What follows belongs to an exercise in optimizing a design on an open flow for small area and a short achievable clock period; a production flow would make more cautious choices. RTL that was checked went through simulation tests only; none was proved equivalent to the original. No activity file was given, so power comes from the tool's default toggle rates.

==> flow/design.v <==
module cic_rca #(
    parameter int W = 8
) (
    input  logic [W-1:0] a,
    input  logic [W-1:0] b,
    input  logic         ci,
    output logic [W-1:0] s,
    output logic         co
);
    logic [W:0] c;
    assign c[0] = ci;
    for (genvar i = 0; i < W; i++) begin : g_bit
        assign s[i]   = a[i] ^ b[i] ^ c[i];
        assign c[i+1] = (a[i] & b[i]) | (a[i] & c[i]) | (b[i] & c[i]);
    end
    assign co = c[W];
endmodule
module cic_int #(
    parameter int SW    = 8,
    parameter int NSEG  = 8,
    parameter int ACC_W = 60
) (
    input  logic                    dspclk,
    input  logic [11:0]             x,
    input  logic [NSEG+2:0]         e,
    input  logic [NSEG-1:0]         dump,
    output logic [NSEG-1:0][SW-1:0] w
);
    logic [3:0]      xd1;
    logic [NSEG-1:2] sdr;
    logic [NSEG-1:0] sd;
    always_ff @(posedge dspclk) begin
        xd1 <= x[11:8];
        sdr <= sd[NSEG-2:1];
    end
    assign sd = {sdr, xd1[3], x[11]};
    logic [NSEG-1:0][3:0] ico;
    for (genvar k = 0; k < NSEG; k++) begin : g_seg
        localparam int LO = SW * k;
        localparam int WK = (ACC_W - LO < SW) ? ACC_W - LO : SW;
        logic [WK-1:0] xs;
        logic [3:0]    ici;
        if (k == 0)      assign xs = x[WK-1:0];
        else if (k == 1) assign xs = {{(WK-4){xd1[3]}}, xd1};
        else             assign xs = {WK{sd[k]}};
        if (k == 0) begin : g_c0
            assign ici = 4'b0000;
        end else begin : g_cn
            logic [3:0] icr;
            always_ff @(posedge dspclk) icr <= ico[k-1];
            assign ici = icr;
        end
        for (genvar i = 0; i < 4; i++) begin : g_int
            logic [WK-1:0] acc, hold, add, sum;
            if (i == 0) begin : g_first
                assign add = xs;
            end else begin : g_next
                assign add = e[i+k] ? g_int[i-1].acc : '0;
            end
            if (i == 3) begin : g_dump
                assign hold = dump[k] ? '0 : acc;
            end else begin : g_keep
                assign hold = acc;
            end
            cic_rca #(.W(WK)) u_add (
                .a(hold), .b(add), .ci(ici[i]), .s(sum), .co(ico[k][i])
            );
            always_ff @(posedge dspclk) acc <= sum;
        end
        if (WK == SW) begin : g_full
            assign w[k] = g_int[3].acc;
        end else begin : g_part
            assign w[k] = {{(SW-WK){1'b0}}, g_int[3].acc};
        end
    end
endmodule
module cic_comb #(
    parameter int SW    = 8,
    parameter int NSEG  = 8,
    parameter int ACC_W = 60
) (
    input  logic                    dspclk,
    input  logic [NSEG-1:0][SW-1:0] w0,
    input  logic [NSEG-1:0][SW-1:0] w1,
    input  logic [NSEG-1:0]         ce0,
    input  logic [NSEG-1:0]         ce1,
    output logic [NSEG-1:0][SW-1:0] vseg
);
    logic [NSEG-1:0][4:0] cco;     
    logic [NSEG-1:0]      wco;     
    for (genvar k = 0; k < NSEG; k++) begin : g_seg
        localparam int LO = SW * k;
        localparam int WK = (ACC_W - LO < SW) ? ACC_W - LO : SW;
        logic [4:0] cci;
        logic       wci;
        if (k == 0) begin : g_c0
            assign cci = 5'b01110;      
            assign wci = 1'b0;
        end else begin : g_cn
            logic [4:0] ccr;
            logic       wcr;
            always_ff @(posedge dspclk) begin
                ccr <= cco[k-1];
                wcr <= wco[k-1];
            end
            assign cci = ccr;
            assign wci = wcr;
        end
        logic [WK-1:0] t1_0, t2_0, pw_0, t1_1, t2_1, pw_1;
        logic [WK-1:0] w, wn, w2, wn2, t1, t2, pw;
        logic [WK-1:0] v, t1n, t2n, p1, g1, p2, g2;
        assign w  = ce1[k] ? w1[k][WK-1:0] : w0[k][WK-1:0];
        assign t1 = ce1[k] ? t1_1 : t1_0;
        assign t2 = ce1[k] ? t2_1 : t2_0;
        assign pw = ce1[k] ? pw_1 : pw_0;
        assign wn  = ~w;
        assign w2  = {w[WK-2:0], wci};
        assign wn2 = ~w2;
        assign wco[k] = w[WK-1];
        assign p1 = t2 ^ wn2 ^ wn;
        assign g1 = (t2 & wn2) | (t2 & wn) | (wn2 & wn);
        assign p2 = w2 ^ w ^ pw;
        assign g2 = (w2 & w) | (w2 & pw) | (w & pw);
        assign cco[k][1] = g1[WK-1];
        assign cco[k][3] = g2[WK-1];
        cic_rca #(.W(WK)) u_v  (.a(w),  .b(t1), .ci(cci[0]), .s(v), .co(cco[k][0]));
        cic_rca #(.W(WK)) u_t1 (
            .a(p1), .b({g1[WK-2:0], cci[1]}), .ci(cci[2]), .s(t1n), .co(cco[k][2])
        );
        cic_rca #(.W(WK)) u_t2 (
            .a(p2), .b({g2[WK-2:0], cci[3]}), .ci(cci[4]), .s(t2n), .co(cco[k][4])
        );
        always_ff @(posedge dspclk) begin
            if (ce0[k]) begin
                t1_0 <= t1n;
                t2_0 <= t2n;
                pw_0 <= wn;
            end
            if (ce1[k]) begin
                t1_1 <= t1n;
                t2_1 <= t2n;
                pw_1 <= wn;
            end
        end
        if (WK == SW) begin : g_full
            assign vseg[k] = v;
        end else begin : g_part
            assign vseg[k] = {{(SW-WK){1'b0}}, v};
        end
    end
endmodule
module cic_out #(
    parameter int SW   = 8,
    parameter int NSEG = 8
) (
    input  logic                    dspclk,
    input  logic [NSEG-1:0][SW-1:0] vseg,
    input  logic [NSEG-1:0]         sh,      
    input  logic                    ld,      
    input  logic                    jodd,    
    input  logic                    jzero,   
    output logic [15:0]             dout
);
    logic [SW-1:0] win_in;
    always_comb begin
        win_in = '0;
        for (int k = 0; k < NSEG; k++)
            win_in = win_in | (vseg[k] & {SW{sh[k]}});
    end
    logic [3*SW-1:0] sr;
    logic [16:0]     win;
    always_ff @(posedge dspclk) begin
        if (|sh) sr <= {win_in, sr[3*SW-1:SW]};
    end
    assign win = jodd ? sr[19:3] : sr[23:7];
    always_ff @(posedge dspclk) begin
        if (ld) dout <= win[16:1] + {15'd0, win[0] & ~jzero};
    end
endmodule
module cic_decim_mc #(
    parameter int CHANNELS     = 2,
    parameter int DIN_W        = 12,
    parameter int DOUT_W       = 16,
    parameter int STAGES       = 4,
    parameter int RATE_W       = 13,
    parameter int MAX_RATE     = 4096,
    parameter int DEFAULT_RATE = 4
) (
    input  logic                       dspclk,
    input  logic                       reset,
    input  logic                       sclr,
    input  logic                       rate_we,
    input  logic [RATE_W-1:0]          rate,
    input  logic                       nd,
    input  logic [CHANNELS*DIN_W-1:0]  din,
    output logic                       rfd,
    output logic                       rdy,
    output logic [CHANNELS*DOUT_W-1:0] dout
);
    localparam int SW   = 8;
    localparam int NSEG = 8;
    logic rst_q, sclr_q, rwe_q, clr_q;
    always_ff @(posedge dspclk) begin
        rst_q  <= reset;
        sclr_q <= sclr;
        rwe_q  <= rate_we;
    end
    assign clr_q = rst_q | sclr_q | rwe_q;
    assign rfd   = ~(reset | sclr | rate_we | clr_q);
    logic                      a_q;
    logic [CHANNELS*DIN_W-1:0] din_q;
    logic [DIN_W-1:0]          din1_q;
    always_ff @(posedge dspclk) begin
        a_q    <= nd & rfd;
        din_q  <= nd ? din : '0;
        din1_q <= din_q[2*DIN_W-1:DIN_W];
    end
    logic [RATE_W-1:0] rate_raw, rate_cl;
    logic [11:0]       rm1, rm1_q;
    logic [3:0]        j;
    logic [NSEG-1:0]   mask, mask_q, k2sel, k2sel_q;
    logic              jodd_q, jzero_q;
    always_ff @(posedge dspclk) begin
        if (reset)        rate_raw <= RATE_W'(DEFAULT_RATE);
        else if (rate_we) rate_raw <= rate;
    end
    always_comb begin
        rate_cl = (rate_raw < RATE_W'(2))        ? RATE_W'(2) :
                  (rate_raw > RATE_W'(MAX_RATE)) ? RATE_W'(MAX_RATE) : rate_raw;
        rm1 = 12'(rate_cl - RATE_W'(1));
        j   = '0;
        for (int b = 1; b < 12; b++)
            if (rm1[b]) j = 4'(b);
        mask  = '0;
        k2sel = '0;
        for (int k = 0; k < NSEG; k++) begin
            if (k <= ((32'(j) * 4 + 15) / SW)) mask[k] = 1'b1;
            if (k == ((32'(j) * 4 + 15) / SW)) k2sel[k] = 1'b1;
        end
    end
    always_ff @(posedge dspclk) begin
        rm1_q   <= rm1;
        mask_q  <= mask;
        k2sel_q <= k2sel;
        jodd_q  <= j[0];
        jzero_q <= (j == 4'd0);
    end
    logic [11:0] ph;
    logic [2:0]  warm;
    logic        last, blk, keep;
    assign last = (ph == rm1_q);
    assign blk  = a_q & last;
    assign keep = blk & warm[2];
    always_ff @(posedge dspclk) begin
        if (clr_q) begin
            ph   <= '0;
            warm <= '0;
        end else begin
            if (a_q) ph <= last ? '0 : ph + 12'd1;
            if (blk && !warm[2]) warm <= warm + 3'd1;
        end
    end
    logic [NSEG+3:0] e;
    logic [NSEG+3:1] e_r;
    logic [NSEG+4:1] bp;
    logic [NSEG+5:1] kp;
    assign e = {e_r, a_q};
    always_ff @(posedge dspclk) begin
        e_r <= e[NSEG+2:0];
        bp  <= {bp[NSEG+3:1], blk};
        kp  <= {kp[NSEG+4:1] & {(NSEG+4){~clr_q}}, keep};
        rdy <= (|(kp[NSEG+5:6] & k2sel_q)) & rfd;
    end
    logic [NSEG-1:0][SW-1:0] w0, w1, vseg;
    logic [NSEG-1:0]         ce0, ce1;
    assign ce0 = bp[NSEG+3:4];
    assign ce1 = bp[NSEG+4:5];
    cic_int #(.SW(SW), .NSEG(NSEG), .ACC_W(60)) u_int0 (
        .dspclk (dspclk),
        .x      (din_q[DIN_W-1:0]),
        .e      (e[NSEG+2:0]),
        .dump   (ce0),
        .w      (w0)
    );
    cic_int #(.SW(SW), .NSEG(NSEG), .ACC_W(60)) u_int1 (
        .dspclk (dspclk),
        .x      (din1_q),
        .e      (e[NSEG+3:1]),
        .dump   (ce1),
        .w      (w1)
    );
    cic_comb #(.SW(SW), .NSEG(NSEG), .ACC_W(60)) u_comb (
        .dspclk (dspclk),
        .w0     (w0),
        .w1     (w1),
        .ce0    (ce0),
        .ce1    (ce1),
        .vseg   (vseg)
    );
    cic_out #(.SW(SW), .NSEG(NSEG)) u_out0 (
        .dspclk (dspclk),
        .vseg   (vseg),
        .sh     (ce0 & mask_q),
        .ld     (|(bp[NSEG+4:5] & k2sel_q)),
        .jodd   (jodd_q),
        .jzero  (jzero_q),
        .dout   (dout[DOUT_W-1:0])
    );
    cic_out #(.SW(SW), .NSEG(NSEG)) u_out1 (
        .dspclk (dspclk),
        .vseg   (vseg),
        .sh     (ce1 & mask_q),
        .ld     (1'b1),
        .jodd   (jodd_q),
        .jzero  (jzero_q),
        .dout   (dout[2*DOUT_W-1:DOUT_W])
    );
endmodule
export LEC_CHECK = 0
export CAP_MARGIN = 20
export CORE_MARGIN = 2
export CORE_UTILIZATION = 40
export CTS_BUF_LIST = sky130_fd_sc_hd__clkbuf_16
export CTS_CLUSTER_DIAMETER = 150
export CTS_CLUSTER_SIZE = 25
export SLEW_MARGIN = 20
create_clock -name core_clock -period 11.0 [get_ports {dspclk}]
standard.sh (not shown) runs the stock make flow with config.mk's settings and CLKGATE_MAP_FILE= SYNTH_SCRIPT=/design/flow/synth_recipe.tcl, a recipe that flattens the netlist after the stock synthesis.
==> flow/flow/run.sh <==
#!/bin/bash
set -euo pipefail
bash standard.sh SETUP_SLACK_MARGIN=6.1 finish > flow_make.log 2>&1
Change:
--- a/flow/design.v
+++ b/flow/design.v
@@ -104,17 +104,14 @@
                 wcr <= wco[k-1];
             end
             assign cci = ccr;
             assign wci = wcr;
         end
-        logic [WK-1:0] t1_0, t2_0, pw_0, t1_1, t2_1, pw_1;
-        logic [WK-1:0] w, wn, w2, wn2, t1, t2, pw;
+        logic [WK-1:0] t1, t2, pw, t1_b, t2_b, pw_b;
+        logic [WK-1:0] w, wn, w2, wn2;
         logic [WK-1:0] v, t1n, t2n, p1, g1, p2, g2;
-        assign w  = ce1[k] ? w1[k][WK-1:0] : w0[k][WK-1:0];
-        assign t1 = ce1[k] ? t1_1 : t1_0;
-        assign t2 = ce1[k] ? t2_1 : t2_0;
-        assign pw = ce1[k] ? pw_1 : pw_0;
+        assign w = ce1[k] ? w1[k][WK-1:0] : w0[k][WK-1:0];
         assign wn  = ~w;
         assign w2  = {w[WK-2:0], wci};
         assign wn2 = ~w2;
         assign wco[k] = w[WK-1];
         assign p1 = t2 ^ wn2 ^ wn;
@@ -129,19 +126,17 @@
         );
         cic_rca #(.W(WK)) u_t2 (
             .a(p2), .b({g2[WK-2:0], cci[3]}), .ci(cci[4]), .s(t2n), .co(cco[k][4])
         );
         always_ff @(posedge dspclk) begin
-            if (ce0[k]) begin
-                t1_0 <= t1n;
-                t2_0 <= t2n;
-                pw_0 <= wn;
-            end
-            if (ce1[k]) begin
-                t1_1 <= t1n;
-                t2_1 <= t2n;
-                pw_1 <= wn;
+            if (ce0[k] | ce1[k]) begin
+                t1   <= t1_b;
+                t2   <= t2_b;
+                pw   <= pw_b;
+                t1_b <= t1n;
+                t2_b <= t2n;
+                pw_b <= wn;
             end
         end
         if (WK == SW) begin : g_full
             assign vseg[k] = v;
         end else begin : g_part
Effect: Register-to-register slack is worse by 0.05 ns; clock-buffer cell count is unchanged; synthesized cell count came out lower by 3.0%; non-clock buffer count goes down by 19; worst setup slack gains 0.022 ns; clock skew grows by 0.0070 ns; final area shrinks by about 3%; power fell by about 2%.
Function was not checked in any run of this note: the RTL went through the layout flow alone.


Setup of run A:
// cic_decim_mc: RTL as listed in full above, without the edits since
Settings: LEC_CHECK=0, CAP_MARGIN=20, CORE_MARGIN=2, CORE_UTILIZATION=55, CTS_BUF_LIST=sky130_fd_sc_hd__clkbuf_16, CTS_CLUSTER_DIAMETER=150, CTS_CLUSTER_SIZE=25, SLEW_MARGIN=20; clock period 11.0 ns.
==> flow/flow/run.sh <==
#!/bin/bash
set -euo pipefail
bash standard.sh SETUP_SLACK_MARGIN=6.1 "BUFFER_PORTS_ARGS=-buffer_cell sky130_fd_sc_hd__buf_1" finish > flow_make.log 2>&1
Run A | status: complete | timing, DRC, antenna: pass
Here is what was changed in the inputs of run B compared with run A.
--- a/flow/design.v
+++ b/flow/design.v
@@ -104,17 +104,14 @@
                 wcr <= wco[k-1];
             end
             assign cci = ccr;
             assign wci = wcr;
         end
-        logic [WK-1:0] t1_0, t2_0, pw_0, t1_1, t2_1, pw_1;
-        logic [WK-1:0] w, wn, w2, wn2, t1, t2, pw;
+        logic [WK-1:0] t1, t2, pw, t1_b, t2_b, pw_b;
+        logic [WK-1:0] w, wn, w2, wn2;
         logic [WK-1:0] v, t1n, t2n, p1, g1, p2, g2;
-        assign w  = ce1[k] ? w1[k][WK-1:0] : w0[k][WK-1:0];
-        assign t1 = ce1[k] ? t1_1 : t1_0;
-        assign t2 = ce1[k] ? t2_1 : t2_0;
-        assign pw = ce1[k] ? pw_1 : pw_0;
+        assign w = ce1[k] ? w1[k][WK-1:0] : w0[k][WK-1:0];
         assign wn  = ~w;
         assign w2  = {w[WK-2:0], wci};
         assign wn2 = ~w2;
         assign wco[k] = w[WK-1];
         assign p1 = t2 ^ wn2 ^ wn;
@@ -129,19 +126,17 @@
         );
         cic_rca #(.W(WK)) u_t2 (
             .a(p2), .b({g2[WK-2:0], cci[3]}), .ci(cci[4]), .s(t2n), .co(cco[k][4])
         );
         always_ff @(posedge dspclk) begin
-            if (ce0[k]) begin
-                t1_0 <= t1n;
-                t2_0 <= t2n;
-                pw_0 <= wn;
-            end
-            if (ce1[k]) begin
-                t1_1 <= t1n;
-                t2_1 <= t2n;
-                pw_1 <= wn;
+            if (ce0[k] | ce1[k]) begin
+                t1   <= t1_b;
+                t2   <= t2_b;
+                pw   <= pw_b;
+                t1_b <= t1n;
+                t2_b <= t2n;
+                pw_b <= wn;
             end
         end
         if (WK == SW) begin : g_full
             assign vseg[k] = v;
         end else begin : g_part
Findings:
Routed wire length went down by a few percent going from run A to run B. Run A has a higher fmax than run B. Run B reached the final stage; the timing, DRC and antenna checks on its layout passed. In summary, run A completed successfully, with a layout that passed the timing, DRC and antenna checks. Against run A, run B reports a post-route standard cell area excluding fillers that is lower. Taking run A as the reference, in run B die area decreased about 3%, via count decreased 1167.
No run of this note included a check of the RTL's function; only the layout flow was run.


Setup of amber:
Another version of the RTL of cic_decim_mc (not shown whole).
Size: ~3200 cells after synthesis, ~76 I/O pins, about 0.049 mm² of cells after synthesis.
==> module cic_decim_mc, before the edit <==
module cic_decim_mc #(
    parameter int CHANNELS     = 2,
    parameter int DIN_W        = 12,
    parameter int DOUT_W       = 16,
    parameter int STAGES       = 4,
    parameter int RATE_W       = 13,
    parameter int MAX_RATE     = 4096,
    parameter int DEFAULT_RATE = 4
) (
    input  logic                       dspclk,
    input  logic                       reset,
    input  logic                       sclr,
    input  logic                       rate_we,
    input  logic [RATE_W-1:0]          rate,
    input  logic                       nd,
    input  logic [CHANNELS*DIN_W-1:0]  din,
    output logic                       rfd,
    output logic                       rdy,
    output logic [CHANNELS*DOUT_W-1:0] dout
);
    localparam int SW   = 8;
    localparam int NSEG = 8;
    logic rst_q, sclr_q, rwe_q, clr_q;
    always_ff @(posedge dspclk) begin
        rst_q  <= reset;
        sclr_q <= sclr;
        rwe_q  <= rate_we;
    end
    assign clr_q = rst_q | sclr_q | rwe_q;
    assign rfd   = ~(reset | sclr | rate_we | clr_q);
    logic                      a_q;
    logic [CHANNELS*DIN_W-1:0] din_q;
    logic [DIN_W-1:0]          din1_q;
    always_ff @(posedge dspclk) begin
        a_q    <= nd & rfd;
        din_q  <= nd ? din : '0;
        din1_q <= din_q[2*DIN_W-1:DIN_W];
    end
    logic [RATE_W-1:0] rate_src, rate_cl;
    logic [11:0]       rm1, rm1_q;
    logic [3:0]        j, j_q;
    logic [NSEG-1:0]   mask, k2sel;
    always_comb begin
        rate_src = reset ? RATE_W'(DEFAULT_RATE) : rate;
        rate_cl  = (rate_src < RATE_W'(2))        ? RATE_W'(2) :
                   (rate_src > RATE_W'(MAX_RATE)) ? RATE_W'(MAX_RATE) : rate_src;
        rm1 = 12'(rate_cl - RATE_W'(1));
        j   = '0;
        for (int b = 1; b < 12; b++)
            if (rm1[b]) j = 4'(b);
    end
    always_ff @(posedge dspclk) begin
        if (reset || rate_we) begin
            rm1_q <= rm1;
            j_q   <= j;
        end
    end
    always_comb begin
        mask  = '0;
        k2sel = '0;
        for (int k = 0; k < NSEG; k++) begin
            if (k <= ((32'(j_q) * 4 + 15) / SW)) mask[k] = 1'b1;
            if (k == ((32'(j_q) * 4 + 15) / SW)) k2sel[k] = 1'b1;
        end
    end
    logic [11:0] ph;
    logic [2:0]  warm;
    logic        last, blk, keep;
    assign last = (ph == rm1_q);
    assign blk  = a_q & last;
    assign keep = blk & warm[2];
    always_ff @(posedge dspclk) begin
        if (clr_q) begin
            ph   <= '0;
            warm <= '0;
        end else begin
            if (a_q) ph <= last ? '0 : ph + 12'd1;
            if (blk && !warm[2]) warm <= warm + 3'd1;
        end
    end
    logic [NSEG+3:0] e;
    logic [NSEG+3:1] e_r;
    logic [NSEG+4:1] bp;
    logic [NSEG+5:1] kp;
    assign e = {e_r, a_q};
    always_ff @(posedge dspclk) begin
        e_r <= e[NSEG+2:0];
        bp  <= {bp[NSEG+3:1], blk};
        kp  <= {kp[NSEG+4:1] & {(NSEG+4){~clr_q}}, keep};
        rdy <= (|(kp[NSEG+5:6] & k2sel)) & rfd;
    end
    logic [NSEG-1:0][SW-1:0] w0, w1, vseg;
    logic [NSEG-1:0]         ce0, ce1;
    assign ce0 = bp[NSEG+3:4];
    assign ce1 = bp[NSEG+4:5];
    cic_int #(.SW(SW), .NSEG(NSEG), .ACC_W(60)) u_int0 (
        .dspclk (dspclk),
        .x      (din_q[DIN_W-1:0]),
        .e      (e[NSEG+2:0]),
        .dump   (ce0),
        .w      (w0)
    );
    cic_int #(.SW(SW), .NSEG(NSEG), .ACC_W(60)) u_int1 (
        .dspclk (dspclk),
        .x      (din1_q),
        .e      (e[NSEG+3:1]),
        .dump   (ce1),
        .w      (w1)
    );
    cic_comb #(.SW(SW), .NSEG(NSEG), .ACC_W(60)) u_comb (
        .dspclk (dspclk),
        .w0     (w0),
        .w1     (w1),
        .ce0    (ce0),
        .ce1    (ce1),
        .vseg   (vseg)
    );
    cic_out #(.SW(SW), .NSEG(NSEG)) u_out0 (
        .dspclk (dspclk),
        .vseg   (vseg),
        .sh     (ce0 & mask),
        .ld     (|(bp[NSEG+4:5] & k2sel)),
        .jodd   (j_q[0]),
        .jzero  ((j_q == 4'd0)),
        .dout   (dout[DOUT_W-1:0])
    );
    cic_out #(.SW(SW), .NSEG(NSEG)) u_out1 (
        .dspclk (dspclk),
        .vseg   (vseg),
        .sh     (ce1 & mask),
        .ld     (1'b1),
        .jodd   (j_q[0]),
        .jzero  ((j_q == 4'd0)),
        .dout   (dout[2*DOUT_W-1:DOUT_W])
    );
endmodule
Settings: LEC_CHECK=0, CAP_MARGIN=20, CORE_MARGIN=2, CORE_UTILIZATION=55, CTS_BUF_LIST=sky130_fd_sc_hd__clkbuf_16, CTS_CLUSTER_DIAMETER=150, CTS_CLUSTER_SIZE=22, SLEW_MARGIN=20; clock period 11.0 ns.
==> flow/flow/run.sh <==
#!/bin/bash
set -euo pipefail
NETLIST="$PWD/orfs/results/sky130hd/cic_decim_mc/base/1_2_yosys.v"
bash standard.sh "$NETLIST" > flow_synth.log 2>&1
cp "$NETLIST" "$PWD/orfs/results/sky130hd/cic_decim_mc/base/1_2_yosys_standard.v"
python3 flow/polarity.py "$NETLIST" > flow_polarity.log 2>&1
bash standard.sh SETUP_SLACK_MARGIN=6.1 "BUFFER_PORTS_ARGS=-buffer_cell sky130_fd_sc_hd__buf_1" finish > flow_make.log 2>&1
Other scripts of this flow, unchanged in this note and not shown: flow/flow/polarity.py
Relative to amber, the following input files were edited for quartz:
--- a/flow/design.v
+++ b/flow/design.v
@@ -192,31 +192,32 @@
     assign clr_q = rst_q | sclr_q | rwe_q;
     assign rfd   = ~(reset | sclr | rate_we | clr_q);
     logic                      a_q;
     logic [CHANNELS*DIN_W-1:0] din_q;
     logic [DIN_W-1:0]          din1_q;
     always_ff @(posedge dspclk) begin
-        a_q    <= nd & rfd;
+        a_q    <= nd & ~clr_q;
         din_q  <= nd ? din : '0;
         din1_q <= din_q[2*DIN_W-1:DIN_W];
     end
-    logic [RATE_W-1:0] rate_src, rate_cl;
+    logic [RATE_W-1:0] rate_d, rate_src, rate_cl;
     logic [11:0]       rm1, rm1_q;
     logic [3:0]        j, j_q;
     logic [NSEG-1:0]   mask, k2sel;
+    always_ff @(posedge dspclk) rate_d <= rate;
     always_comb begin
-        rate_src = reset ? RATE_W'(DEFAULT_RATE) : rate;
+        rate_src = rst_q ? RATE_W'(DEFAULT_RATE) : rate_d;
         rate_cl  = (rate_src < RATE_W'(2))        ? RATE_W'(2) :
                    (rate_src > RATE_W'(MAX_RATE)) ? RATE_W'(MAX_RATE) : rate_src;
         rm1 = 12'(rate_cl - RATE_W'(1));
         j   = '0;
         for (int b = 1; b < 12; b++)
             if (rm1[b]) j = 4'(b);
     end
     always_ff @(posedge dspclk) begin
-        if (reset || rate_we) begin
+        if (rst_q || rwe_q) begin
             rm1_q <= rm1;
             j_q   <= j;
         end
     end
     always_comb begin
         mask  = '0;
@@ -242,19 +243,21 @@
         end
     end
     logic [NSEG+3:0] e;
     logic [NSEG+3:1] e_r;
     logic [NSEG+4:1] bp;
     logic [NSEG+5:1] kp;
+    logic            rdy_q;
     assign e = {e_r, a_q};
     always_ff @(posedge dspclk) begin
         e_r <= e[NSEG+2:0];
         bp  <= {bp[NSEG+3:1], blk};
-        kp  <= {kp[NSEG+4:1] & {(NSEG+4){~clr_q}}, keep};
-        rdy <= (|(kp[NSEG+5:6] & k2sel)) & rfd;
+        kp    <= {kp[NSEG+4:1], keep} & {(NSEG+5){~clr_q}};
+        rdy_q <= (|(kp[NSEG+5:6] & k2sel)) & ~clr_q;
     end
+    assign rdy = rdy_q & ~clr_q;
     logic [NSEG-1:0][SW-1:0] w0, w1, vseg;
     logic [NSEG-1:0]         ce0, ce1;
     assign ce0 = bp[NSEG+3:4];
     assign ce1 = bp[NSEG+4:5];
     cic_int #(.SW(SW), .NSEG(NSEG), .ACC_W(60)) u_int0 (
         .dspclk (dspclk),
### Flow results
- | share of total power in sequential cells | higher: amber |
- Measured against each other, quartz and amber differ in worst hold slack, the lower figure coming from quartz.
- From amber to quartz the numbers moved as follows: total nets after synthesis up about 1%; synthesized cell count up about 1.3%.
- Average routed wire per standard cell was lower in the run labelled amber.

==> static timing again, ports no longer ideal <==
No port has a modelled driver above. Below, the same layouts with a new extraction and two added sets of constraints. Step 1, drivers: a clkbuf_16 drives dspclk and a buf_2 each remaining input, both assumed. Step 2 times the ports against the registers' clock, not the clock port: input delays grow and output delays shrink by t, the midpoint of the rising clock arrivals with the driver on. a / b / c = ideal ports / drivers / drivers and shift; a / b = the first two.
run	t (ns)	setup WS [ns]	hold WS [ns]	worst register clock-pin slew, ns	worst slew at a driven data input, ns
the first run of note 1	0.738	6.040 / 5.979 / 5.979	0.331 / 0.331 / 0.331	0.10 / 0.10	0.08
the second run of note 1	0.736	6.063 / 6.024 / 6.024	0.320 / 0.320 / 0.320	0.11 / 0.11	0.07
run A	0.752	6.073 / 6.023 / 6.023	0.321 / 0.321 / 0.321	0.11 / 0.11	0.08
run B	0.746	6.057 / 5.989 / 5.989	0.319 / 0.319 / 0.319	0.12 / 0.12	0.09
amber	0.726	5.980 / 5.922 / 5.468	0.319 / 0.319 / 0.319	0.11 / 0.11	0.09
quartz	0.708	6.065 / 6.032 / 6.032	0.311 / 0.311 / 0.311	0.10 / 0.10	0.04
After both steps setup and hold are still met in every run listed. The setup slack of amber, which loses most, moves by -0.058 ns with the drivers and by -0.512 ns with both steps.
